This is an optimization exercise on Yosys and OpenROAD, whose aim is small area, not a production implementation. Function was checked by simulation only, so behaviour that the tests miss may differ from the original. No activity file was given, so power comes from the tool's default toggle rates.

==> flow/run.sh <==
#!/bin/bash
# synth_recipe.tcl (not shown) runs the flow's synth.tcl, then flattens the netlist and writes it again
# the make line also repeats each setting of config.mk as NAME=value (left out here)
make -C /OpenROAD-flow-scripts/flow DESIGN_CONFIG=/design/flow/config.mk WORK_HOME=/design/flow/orfs CLKGATE_MAP_FILE= SYNTH_SCRIPT=/design/flow/synth_recipe.tcl finish
==> flow/design.v <==
`default_nettype none
package audio_pkg;
  localparam int unsigned CLK_HZ   = 100_000_000;
  localparam int unsigned SIL      = 100_000_000;
  localparam int unsigned MAX_TONE = 20_000;
  localparam int unsigned lc   = 131;
  localparam int unsigned ld   = 147;
  localparam int unsigned le   = 165;
  localparam int unsigned lf   = 174;
  localparam int unsigned lg   = 196;
  localparam int unsigned la   = 220;
  localparam int unsigned lb   = 247;
  localparam int unsigned c    = 262;
  localparam int unsigned d    = 294;
  localparam int unsigned e    = 330;
  localparam int unsigned f    = 349;
  localparam int unsigned g    = 392;
  localparam int unsigned a    = 440;
  localparam int unsigned b    = 494;
  localparam int unsigned hc   = 524;
  localparam int unsigned hd   = 588;
  localparam int unsigned he   = 660;
  localparam int unsigned hf   = 698;
  localparam int unsigned hg   = 784;
  localparam int unsigned ha   = 880;
  localparam int unsigned hb   = 988;
  localparam int unsigned up_d = 1176;
  localparam logic [127:0] VOL_AMP = {
    16'h4000, 16'h4000, 16'h4000, 16'h2000,
    16'h1000, 16'h0800, 16'h0400, 16'h0000
  };
  function automatic logic [15:0] sample_of(input logic sq, input logic silent,
                                            input logic mute_v, input logic [15:0] amp);
    logic [15:0] s;
    if (mute_v || silent || (amp == 16'h0000)) s = 16'h0000;
    else if (sq) s = amp;
    else s = 16'h0000 - amp;
    sample_of = s;
  endfunction
endpackage
`default_nettype wire
`default_nettype none
module square_gen #(
  parameter int unsigned CLK_HZ = audio_pkg::CLK_HZ,
  parameter int unsigned SIL    = audio_pkg::SIL
) (
  input  logic        clk,
  input  logic        rst,
  input  logic [31:0] tone_i,
  output logic        sq_o,
  output logic        silent_o
);
  localparam logic [32:0] CLK_W = 33'(CLK_HZ);
  logic [31:0] tone_q;
  logic [26:0] cnt_q, cnt_d;
  logic        sq_q, sq_d;
  logic [32:0] div_w, limit_w;
  logic        wrap_w;
  assign silent_o = (tone_q == 32'd0) || (tone_q == 32'(SIL)) || (tone_q > 32'(audio_pkg::MAX_TONE));
  assign div_w    = (tone_q == 32'd0) ? 33'd1 : {tone_q, 1'b0};
  assign limit_w  = CLK_W / div_w;
  assign wrap_w   = ({6'd0, cnt_q} == (limit_w - 33'd1));
  assign sq_o     = sq_q;
  always_comb begin
    cnt_d = cnt_q + 27'd1;
    sq_d  = sq_q;
    if (silent_o) begin
      cnt_d = 27'd0;
      sq_d  = 1'b0;
    end else if (wrap_w) begin
      cnt_d = 27'd0;
      sq_d  = ~sq_q;
    end
  end
  always_ff @(posedge clk or negedge rst) begin
    if (!rst) begin
      tone_q <= 32'd0;
      cnt_q  <= 27'd0;
      sq_q   <= 1'b0;
    end else if (tone_i != tone_q) begin
      tone_q <= tone_i;
      cnt_q  <= 27'd0;
      sq_q   <= 1'b0;
    end else begin
      cnt_q  <= cnt_d;
      sq_q   <= sq_d;
    end
  end
endmodule
`default_nettype wire
`default_nettype none
module tone_to_dac #(
  parameter int unsigned CLK_HZ = audio_pkg::CLK_HZ,
  parameter int unsigned SIL    = audio_pkg::SIL
) (
  input  logic        clk,
  input  logic        rst,
  input  logic [31:0] toneL,
  input  logic [31:0] toneR,
  input  logic [2:0]  volume,
  input  logic        mute,
  output logic        audio_mclk,
  output logic        audio_lrck,
  output logic        audio_sck,
  output logic        audio_sdin
);
  logic [8:0]  cnt_q, cnt_d;
  logic        mclk_q, sck_q, lrck_q;
  logic [31:0] shift_q, shift_d;
  logic        sq_l, sil_l, sq_r, sil_r;
  logic [15:0] amp_w, samp_l, samp_r;
  square_gen #(.CLK_HZ(CLK_HZ), .SIL(SIL)) u_sq_l (
    .clk      (clk),
    .rst      (rst),
    .tone_i   (toneL),
    .sq_o     (sq_l),
    .silent_o (sil_l)
  );
  square_gen #(.CLK_HZ(CLK_HZ), .SIL(SIL)) u_sq_r (
    .clk      (clk),
    .rst      (rst),
    .tone_i   (toneR),
    .sq_o     (sq_r),
    .silent_o (sil_r)
  );
  assign amp_w  = audio_pkg::VOL_AMP[{volume, 4'd0} +: 16];
  assign samp_l = audio_pkg::sample_of(sq_l, sil_l, mute, amp_w);
  assign samp_r = audio_pkg::sample_of(sq_r, sil_r, mute, amp_w);
  always_comb begin
    cnt_d   = cnt_q + 9'd1;
    shift_d = shift_q;
    if (cnt_q == 9'd511) shift_d = {samp_l, samp_r};
    else if (cnt_q[3:0] == 4'hF) shift_d = {shift_q[30:0], 1'b0};
  end
  always_ff @(posedge clk or negedge rst) begin
    if (!rst) begin
      cnt_q   <= 9'd0;
      mclk_q  <= 1'b0;
      sck_q   <= 1'b0;
      lrck_q  <= 1'b0;
      shift_q <= 32'd0;
    end else begin
      cnt_q   <= cnt_d;
      mclk_q  <= cnt_d[1];
      sck_q   <= cnt_d[3];
      lrck_q  <= cnt_d[8];
      shift_q <= shift_d;
    end
  end
  assign audio_mclk = mclk_q;
  assign audio_sck  = sck_q;
  assign audio_lrck = lrck_q;
  assign audio_sdin = shift_q[31];
endmodule
`default_nettype wire
==> flow/config.mk <==
export PLATFORM = sky130hd
export DESIGN_NAME = tone_to_dac
export DESIGN_NICKNAME = tone_to_dac
export VERILOG_FILES = /design/flow/design.v
export SDC_FILE = /design/flow/constraint.sdc
export NUM_CORES = 4
export LEC_CHECK = 0
export CAP_MARGIN = 20
export CORE_MARGIN = 2
export CORE_UTILIZATION = 40
export SLEW_MARGIN = 20
==> flow/constraint.sdc <==
create_clock -name core_clock -period 90.0 [get_ports {clk}]
set_input_delay 18.0000 -clock core_clock [delete_from_list [all_inputs] [get_ports {clk}]]
set_output_delay 18.0000 -clock core_clock [all_outputs]
set_load 0.01 [all_outputs]
==> results.txt <==
[through the flow]
stage	area (µm²)	hold slack, ns
finish	78300	0.459
global route	78300	0.481
CTS	78200	0.457
detailed placement	77600	0.448
global placement	77600	0.432
floorplan	73700	0.419
[final cells by class]
cell class                      instances  area [µm²]  share of cell area, %
Clock inverter                         14         118                  0.150
Tap cell                             2464        3080                   3.94
Multi-Input combinational cell       9815       67100                   85.7
Antenna cell                            1        2.50                0.00320
Clock buffer                           18         439                  0.561
Sequential cell                       151        3780                   4.83
Inverter                              377        1420                   1.81
Timing Repair Buffer                  285        2340                   2.99
[state kept, by name (all words and copies together) (netlist names)]
name	count
cnt_q	9
shift_q	22
u_sq_l.cnt_q	27
u_sq_l.sq_q	1
u_sq_l.tone_q	32
u_sq_r.cnt_q	27
u_sq_r.sq_q	1
u_sq_r.tone_q	32
[worst max-delay path, delay by kind of cell, from the launching register on]
kind,cells,cell delay [ns]
simple gates,83,21.30
flops,1,0.38
buf+inv,29,6.79
mux,4,1.31
fa+ha+maj,30,10.29
compound gates,142,45.00
[power breakdown]
part           total [mW]  switching (mW)  internal [mW]  leakage (nW)
registers          0.0728         0.00357         0.0693          1.91
logic               0.209           0.133         0.0768          32.6
clock network      0.0747          0.0379         0.0368         0.282
[cell families (layout without fill, tap and decap cells)]
logic type | Yosys count | count (layout) | share of synthesized area [%]
DFF | 151 | 151 | 5.13
and+or+nand+nor | 3889 | 3889 | 25.0
xor gates and xnor gates | 910 | 910 | 10.8
other | 1 | 3 | 0.00509
muxes | 220 | 220 | 3.24
AOI/OAI and AO/OA | 3783 | 3783 | 34.3
buffers and inverters | 825 | 694 | 4.26
adders and majority gates | 1011 | 1011 | 17.2
[cell usage after synthesis, types with 115 or more instances]
cell type / n
nand2_1: 1090
nand3_1: 322
nand4_1: 171
o31ai_1: 130
nor3_1: 311
a21oi_1: 932
inv_1: 374
a31oi_1: 155
o211ai_1: 115
o21a_1: 250
o21bai_1: 115
a21o_1: 480
nor2_1: 1104
clkbuf_1: 381
nand2b_1: 133
xnor2_1: 522
mux2_2: 145
dfrtp_1: 151
xor2_1: 387
a211oi_1: 119
ha_1: 1011
o21ai_0: 654
[worst paths after layout]
| path | startpoint | endpoint | slack (ns) | cells after the start |
|---|---|---|---|---|
| worst max register to register | u_sq_l.tone_q[14] | u_sq_l.cnt_q[16] | 4.53 | 288 |
| worst max-delay path | u_sq_l.tone_q[14] | u_sq_l.cnt_q[16] | 4.53 | 288 |
| worst min register to register | cnt_q[0] | cnt_q[0] | 0.46 | 1 |
| max in group asynchronous | rst | u_sq_r.cnt_q[13] | 71.03 | 2 |
| min in group asynchronous | rst | cnt_q[1] | 17.56 | 1 |
| worst min-delay path | cnt_q[0] | cnt_q[0] | 0.46 | 1 |
[routing by layer]
layer	part of all wire, %	routed length, µm	GRT usage [%]
met5	0.0080	27	0
met4	7.5	25500	21.9
met3	7.2	24400	3.93
met1	40	136000	42.5
met2	45	152000	57.2
[repair_timing]
| item | in CTS | in global routing |
|---|---|---|
| setup endpoints to repair | 0 | 56 |
| endpoints found under the hold margin | 0 | 0 |
| resized for setup | 0 | 35 |
==> results.toml <==
[outcome]
status = "complete, no violations"

[floorplanning]
fp.dieW_um = 433
die_h_um = 433
start_util_pct = 40.2
io_pins = 74
rows = 157
core-area_um2 = 183000
dieArea_um2 = 188000

[sta]
slew_headroom_pct = 21.1
worst_slew_pin_slew_ns = 1.17
rsz0062_at_grt = "no"
fin_setup_tns_ns = 0
setup_violations = 0
clock_skew_ns = 0.0477
worst_slack_ns = 4.53
layout_min_cycle_time_ns = 85.47
finalHoldViolations = 0
slew_violations = 0
finalCritPeriodShare_pct = 95.0
clock.fmax_mhz = 11.7

[clock_network]
clockBufferDepth = 2
cts_buffers = 17
cts.htree.levels = 4
hold_buffers = 0
cts_setup_buffers = 0
cts.sinks = 151
root_buffer = "clkbuf_16"
clock_latency_ns = 0.54
path_clk_slew_ns = 0.07
cts_tree = "built"

[global_route]
grt_usage_pct = 34.5
grt_max_degree = 88
grt-ovfl-total = 0
grt_pass1_wl_um = 503000
grt_antenna_before_repair = 4
grt_pass1_vias = 81700

[synthesis]
synth_seq_cells = 151
netlist.area_leader.share_pct = 17.2
syn_avg_cell_area_um2 = 6.83
ys_types = 107
seq_area_frac_synth_pct = 5.13
synthCells = 10800
synth_area_leaders = "ha_1 17%, a21oi_1 6.3%, xnor2_1 6.2%"
yosys_warnings = 2
synthFlopType = "dfrtp_1"
synth_edf_count = 0
synth.cell_area_um2 = 73700
async_flop_share_pct = 100
synth_top_area_cell = "ha_1"

[drt]
drt-vias-per-instance = 6.54
first_pass_iters = 9
wire_per_inst_um = 25.8
routed_wl_um = 338000
postRouteAntennaNets = 0
drc = 0
vias = 85800
drtIter0Drc = 9063

[worst_setup_path]
path_common_cell = "ha_1"
cp_max_fo = 40
slowest_delay_ns = 0.85
critical-path-slowest-cell = "a2111oi_0"
worstPathRequired_ns = 90.39
worst-setup-path-type = "register to register"
crit_arrival_ns = 85.86
cp-end-kind = "register"
crit_path_start_kind = "register"

[placed_design]
port_buffers = 73
post-dp-hpwl_um = 269000
pre_cts_slack_ns = 3.04
gp_congestion = 1.04
place_inst = 13100

[power_and_ir_drop]
total_power_uw = 357
p_per_area_nw_per_um2 = 4.56
p_leak_nw = 34.8
peakVddDrop_uv = 11.8

[layout]
fin_util_pct = 42.8
mostFrequentLayoutCells = "1097 x nor2_1, 1087 x nand2_1, 1011 x ha_1"
layout_commonest_cell = "nor2_1"
instances_no_fill = 13100
final_net_count = 11700
area_delta_synth_final_pct = 6.30
drive_above_1_share_pct = 6.11
fillers = 19300

[run]
max_cap_viol_count = 0

[hold_path]
hp-class = "register to register"

-- re-timing with driven ports --
In the flow no input, the clock included, has a driving cell. The finished layout below was timed again as built, in two steps.
Step 1: set_driving_cell puts a clkbuf_16 on clk and a buf_2 on each other input, an assumption about the parent block.
Step 2 times the ports against the registers' clock, not the clock port: input delays grow and output delays shrink by t, the midpoint of the rising clock arrivals with the driver on.
Three values: ideal ports, drivers, drivers and shift; two values: the first two.
t (ns): 0.588
setup WS [ns]: 4.527 / 4.527 / 4.527
hold WS [ns]: 0.459 / 0.459 / 0.459
worst setup path at the end: register to register
pins driven straight from the clock port: 1
After both steps setup and hold are still met in this run. The setup slack of this run moves by 0.000 ns with the drivers and by 0.000 ns with both steps.
